What follows belongs to an exercise in optimizing a design on an open flow for small area, a short achievable clock period and few clock cycles per item; a production flow would make more cautious choices.
The RTL was checked by simulation tests, not by an equivalence proof against the original design.

raven:
==> flow/design.v <==
package jdc_pkg;
  localparam int YEAR_W  = 14;
  localparam int MONTH_W = 4;
  localparam int DAY_W   = 5;
  localparam int JDN_W   = 23;
  localparam int TDATA_W = 48;
  localparam logic [22:0] JDN_EPOCH = 23'd1721119;   
  localparam logic [22:0] JDN_FIRST = 23'd1721426;   
  localparam logic [22:0] JDN_LAST  = 23'd5373484;   
  localparam logic [18:0] EST_OFS = 19'd37704;
endpackage
module jdc_ctrl (
  input  logic clk,
  input  logic rst_n,
  input  logic in_tvalid,
  input  logic out_tready,
  output logic en,
  output logic vld_out
);
  logic v1_r, v2_r, v3_r;
  assign en      = ~v3_r | out_tready;
  assign vld_out = v3_r;
  always_ff @(posedge clk) begin
    if (!rst_n) begin
      v1_r <= 1'b0;
      v2_r <= 1'b0;
      v3_r <= 1'b0;
    end else if (en) begin
      v1_r <= in_tvalid;
      v2_r <= v1_r;
      v3_r <= v2_r;
    end
  end
endmodule
module jdc_fwd (
  input  logic [13:0] year,
  input  logic [3:0]  month,
  input  logic [4:0]  day,
  output logic [13:0] y_mar,
  output logic [8:0]  tday
);
  logic       early;
  logic [8:0] tmon;
  assign early = (month <= 4'd2);
  always_comb begin
    if (year == 14'd0) y_mar = early ? 14'd0 : 14'd1;
    else               y_mar = year - {13'd0, early};
  end
  always_comb begin
    case (month)
      4'd0:  tmon = 9'd275;
      4'd1:  tmon = 9'd306;
      4'd2:  tmon = 9'd337;
      4'd3:  tmon = 9'd0;
      4'd4:  tmon = 9'd31;
      4'd5:  tmon = 9'd61;
      4'd6:  tmon = 9'd92;
      4'd7:  tmon = 9'd122;
      4'd8:  tmon = 9'd153;
      4'd9:  tmon = 9'd184;
      4'd10: tmon = 9'd214;
      4'd11: tmon = 9'd245;
      4'd12: tmon = 9'd275;
      4'd13: tmon = 9'd306;
      4'd14: tmon = 9'd337;
      default: tmon = 9'd367;
    endcase
  end
  assign tday = tmon + {4'd0, day};
endmodule
import jdc_pkg::*;
module jdc_inv_est (
  input  logic [22:0] n,
  output logic [13:0] y_est,
  output logic        err
);
  logic [18:0] p;
  assign err   = (n < JDN_FIRST) || (n > JDN_LAST);
  assign p     = 19'(n[22:6]) + 19'(n[22:8]) + 19'(n[22:9]) + 19'(n[22:11])
               - 19'(n[22:14]) - 19'(n[22:17]) - EST_OFS;
  assign y_est = p[16:3];
endmodule
module jdc_inv_dec (
  input  logic [8:0]  doy,       
  input  logic        corr,      
  input  logic [13:0] y_est,
  output logic [13:0] year,
  output logic [3:0]  month,
  output logic [4:0]  day
);
  logic [3:0] m;
  logic [8:0] start;
  logic       jf;
  always_comb begin
    if      (doy >= 9'd337) begin m = 4'd11; start = 9'd337; end
    else if (doy >= 9'd306) begin m = 4'd10; start = 9'd306; end
    else if (doy >= 9'd275) begin m = 4'd9;  start = 9'd275; end
    else if (doy >= 9'd245) begin m = 4'd8;  start = 9'd245; end
    else if (doy >= 9'd214) begin m = 4'd7;  start = 9'd214; end
    else if (doy >= 9'd184) begin m = 4'd6;  start = 9'd184; end
    else if (doy >= 9'd153) begin m = 4'd5;  start = 9'd153; end
    else if (doy >= 9'd122) begin m = 4'd4;  start = 9'd122; end
    else if (doy >= 9'd92)  begin m = 4'd3;  start = 9'd92;  end
    else if (doy >= 9'd61)  begin m = 4'd2;  start = 9'd61;  end
    else if (doy >= 9'd31)  begin m = 4'd1;  start = 9'd31;  end
    else                    begin m = 4'd0;  start = 9'd0;   end
  end
  assign jf    = (m >= 4'd10);
  assign month = jf ? (m - 4'd9) : (m + 4'd3);
  assign day   = 5'(doy[4:0] - start[4:0] + 5'd1);
  assign year  = y_est + {12'd0, corr & jf, corr ^ jf};
endmodule
import jdc_pkg::*;
module julian_day_converter (
  input  logic                         clk,
  input  logic                         rst_n,
  input  logic                         in_tvalid,
  output logic                         in_tready,
  input  logic [jdc_pkg::TDATA_W-1:0]  in_tdata,
  input  logic                         in_tuser,
  output logic                         out_tvalid,
  input  logic                         out_tready,
  output logic [jdc_pkg::TDATA_W-1:0]  out_tdata,
  output logic                         out_tuser
);
  logic        en;
  logic [13:0] y_mar, y_est;
  logic [8:0]  tday;
  logic        err0;
  logic [13:0] x1_r;      
  logic [9:0]  z1_r;      
  logic        op1_r, err1_r;
  logic [11:0] q;
  logic [15:0] cprod;
  logic [7:0]  cent;
  logic        r99, leap;
  logic [22:0] p;
  logic [9:0]  p2_r;      
  logic [13:0] w2_r;      
  logic [7:0]  c2_r;
  logic        leap2_r, op2_r, err2_r;
  logic [22:0] g;
  logic [9:0]  doy_c;
  logic        corr;
  logic [8:0]  doy;
  logic [13:0] w3_r;      
  logic [9:0]  d3_r;      
  logic        op3_r, err3_r;
  logic [13:0] year_d;
  logic [3:0]  month_d;
  logic [4:0]  day_d;
  jdc_ctrl u_ctrl (
    .clk        (clk),
    .rst_n      (rst_n),
    .in_tvalid  (in_tvalid),
    .out_tready (out_tready),
    .en         (en),
    .vld_out    (out_tvalid)
  );
  jdc_fwd u_fwd (
    .year  (in_tdata[13:0]),
    .month (in_tdata[17:14]),
    .day   (in_tdata[22:18]),
    .y_mar (y_mar),
    .tday  (tday)
  );
  jdc_inv_est u_est (
    .n     (in_tdata[45:23]),
    .y_est (y_est),
    .err   (err0)
  );
  assign in_tready = en;
  always_ff @(posedge clk) begin
    if (en) begin
      x1_r   <= in_tuser ? y_est : y_mar;
      z1_r   <= in_tuser ? ~in_tdata[32:23] : {1'b0, tday};
      op1_r  <= in_tuser;
      err1_r <= in_tuser & err0;
    end
  end
  assign q     = x1_r[13:2];
  assign cprod = ({1'b0, q, 3'd0}) + ({3'd0, q, 1'b0}) + {6'd0, q[11:2]} - {11'd0, q[11:7]};
  assign cent  = cprod[15:8];
  assign r99   = (x1_r[1:0] == 2'b11) && (cprod[7:0] >= 8'd246);
  assign leap  = (x1_r[1:0] == 2'b11) && (!r99 || (cent[1:0] == 2'b11));
  assign p = ({9'd0, x1_r} << 8) + ({9'd0, x1_r} << 6) + ({9'd0, x1_r} << 5)
           + ({9'd0, x1_r} << 3) + ({9'd0, x1_r} << 2) + {9'd0, x1_r}
           + {11'd0, x1_r[13:2]} + {13'd0, z1_r} + JDN_EPOCH + {22'd0, op1_r};
  always_ff @(posedge clk) begin
    if (en) begin
      p2_r    <= p[9:0];
      w2_r    <= op1_r ? x1_r : {1'b0, p[22:10]};
      c2_r    <= cent;
      leap2_r <= leap;
      op2_r   <= op1_r;
      err2_r  <= err1_r;
    end
  end
  assign g     = {w2_r[12:0], p2_r} - {15'd0, c2_r} + {17'd0, c2_r[7:2]};
  assign doy_c = ~g[9:0];
  assign corr  = leap2_r ? (doy_c >= 10'd366) : (doy_c >= 10'd365);
  assign doy   = corr ? 9'(doy_c - (leap2_r ? 10'd366 : 10'd365)) : doy_c[8:0];
  always_ff @(posedge clk) begin
    if (en) begin
      w3_r   <= op2_r ? w2_r : {1'b0, g[22:10]};
      d3_r   <= op2_r ? {corr, doy} : g[9:0];
      op3_r  <= op2_r;
      err3_r <= err2_r;
    end
  end
  jdc_inv_dec u_dec (
    .doy   (d3_r[8:0]),
    .corr  (d3_r[9]),
    .y_est (w3_r),
    .year  (year_d),
    .month (month_d),
    .day   (day_d)
  );
  always_comb begin
    out_tdata = '0;
    out_tuser = 1'b0;
    if (!op3_r) begin
      out_tdata[22:0] = {w3_r[12:0], d3_r};
    end else if (err3_r) begin
      out_tuser = 1'b1;
    end else begin
      out_tdata[36:23] = year_d;
      out_tdata[40:37] = month_d;
      out_tdata[45:41] = day_d;
    end
  end
endmodule
make LEC_CHECK=0 ABC_AREA=1 CAP_MARGIN=20 CORE_MARGIN=2 CORE_UTILIZATION=40 SLEW_MARGIN=20 finish   # period 6.0 ns
run.sh (not shown) runs the stock make flow with config.mk's settings and CLKGATE_MAP_FILE= SYNTH_SCRIPT=/design/flow/synth_recipe.tcl, a recipe that flattens the netlist after the stock synthesis.
Testbench counts of raven, summed over its fixed seeds: cycles 8,024, items 8,000.
#### Input delta (nickel over raven)
Settings: ABC_AREA: 1 -> unset; CORE_UTILIZATION: 40 -> 60.
==> flow/flow/run.sh (new file) <==
#!/bin/bash
# Standard layout, with the port buffers made of buf_1 instead of the flow's
# default pick, which is a slow delay cell. Every port still gets a buffer.
set -e
cp standard.sh standard_sh.txt
export BUFFER_PORTS_ARGS="-buffer_cell sky130_fd_sc_hd__buf_1"
bash standard.sh > standard.log 2>&1
==> flow/standard.sh (new file) <==
#!/bin/bash
# synth_recipe.tcl (not shown) runs the flow's synth.tcl, then flattens the netlist and writes it again
# the make line also repeats each setting of config.mk as NAME=value (left out here)
make -C /OpenROAD-flow-scripts/flow DESIGN_CONFIG=/design/flow/config.mk WORK_HOME=/design/flow/orfs CLKGATE_MAP_FILE= SYNTH_SCRIPT=/design/flow/synth_recipe.tcl "${@:-finish}"
removed: flow/run.sh
==> comparison <==
[nickel vs raven] layout filler cell count: lower in nickel
In the flow results for raven and nickel, the clock network contribution to total cell area is larger on nickel.
Looking at number of vias per cell across raven and nickel, the one that comes out higher is nickel.
The worst setup slack of nickel was superior to that of raven.
Total vias in the final route: nickel vs raven down about 11%
Edits applied to the flow inputs when going from nickel to sierra:
Settings: changing CORE_UTILIZATION from 60 to 40.
==> run notes <==
- The clock insertion delay at the later pin of the skew report was comparable across nickel and sierra.
- sierra | status: complete | timing, DRC, antenna: pass
- Compared with nickel, sierra shows shortest clock period the worst path allows after layout lower by 0.035 ns.
- For final setup TNS, nickel and sierra come out practically identical.
- sierra vs nickel — count of clock-buffer cells in the layout rose 1.
- Compared with nickel, in sierra area of all placed cells without fillers +1.1%; detailed-routing wirelength on met1 -about 2%.
- sierra ended up with more standard cells than nickel.
For maple, these inputs were changed with respect to sierra:
==> flow/flow/run.sh <==
#!/bin/bash
# Standard layout, with the port buffers made of buf_2 instead of the flow's
# default pick, which is a slow delay cell. Every port still gets a buffer.
set -e
cp standard.sh standard_sh.txt
export BUFFER_PORTS_ARGS="-buffer_cell sky130_fd_sc_hd__buf_2"
bash standard.sh > standard.log 2>&1
- Changes observed in maple relative to sierra: minimum clock period +0.049 ns, signal arrival time at the worst endpoint picked up an extra 0.06 ns.
- Looking at worst setup path startpoint, the in_tdata[34] result is from maple; the in_tdata[32] one comes from sierra.
- sierra -> maple: number of vias in the routed layout decreased slightly
- Reported for maple and sierra, die area turned out identical to the last digit.
- Final clock period utilization by the worst path for maple: 0.82 points up relative to sierra
- sierra → maple: utilization was more or less identical.

## static timing again, ports no longer ideal
The results above use ideal ports. As a check the final layouts listed here were re-extracted and re-timed, cells and wires unchanged. Step 1: set_driving_cell puts a clkbuf_16 on clk and a buf_2 on each other input, an assumption about the parent block. Step 2 adds t to the input delays and takes it off the output delays; t is the mean of the earliest and latest rising clock arrival at the registers after step 1. Input paths then give back, and output paths get back, about the clock's delay inside the block. a / b / c = ideal ports / drivers / drivers and shift; a / b = the first two.
run | shift t [ns] | setup WS [ns] | hold WS [ns]
raven | 0.403 | 0.407 / 0.358 / 0.252 | 0.438 / 0.438 / 0.438
nickel | 0.399 | 0.418 / 0.439 / 0.040 | 0.426 / 0.426 / 0.426
sierra | 0.386 | 0.453 / 0.477 / 0.091 | 0.434 / 0.434 / 0.434
maple | 0.389 | 0.403 / 0.429 / 0.040 | 0.428 / 0.428 / 0.428
After both steps every run listed still meets setup and hold. The setup slack of nickel, which loses most, moves by +0.021 ns with the drivers and by -0.378 ns with both steps.
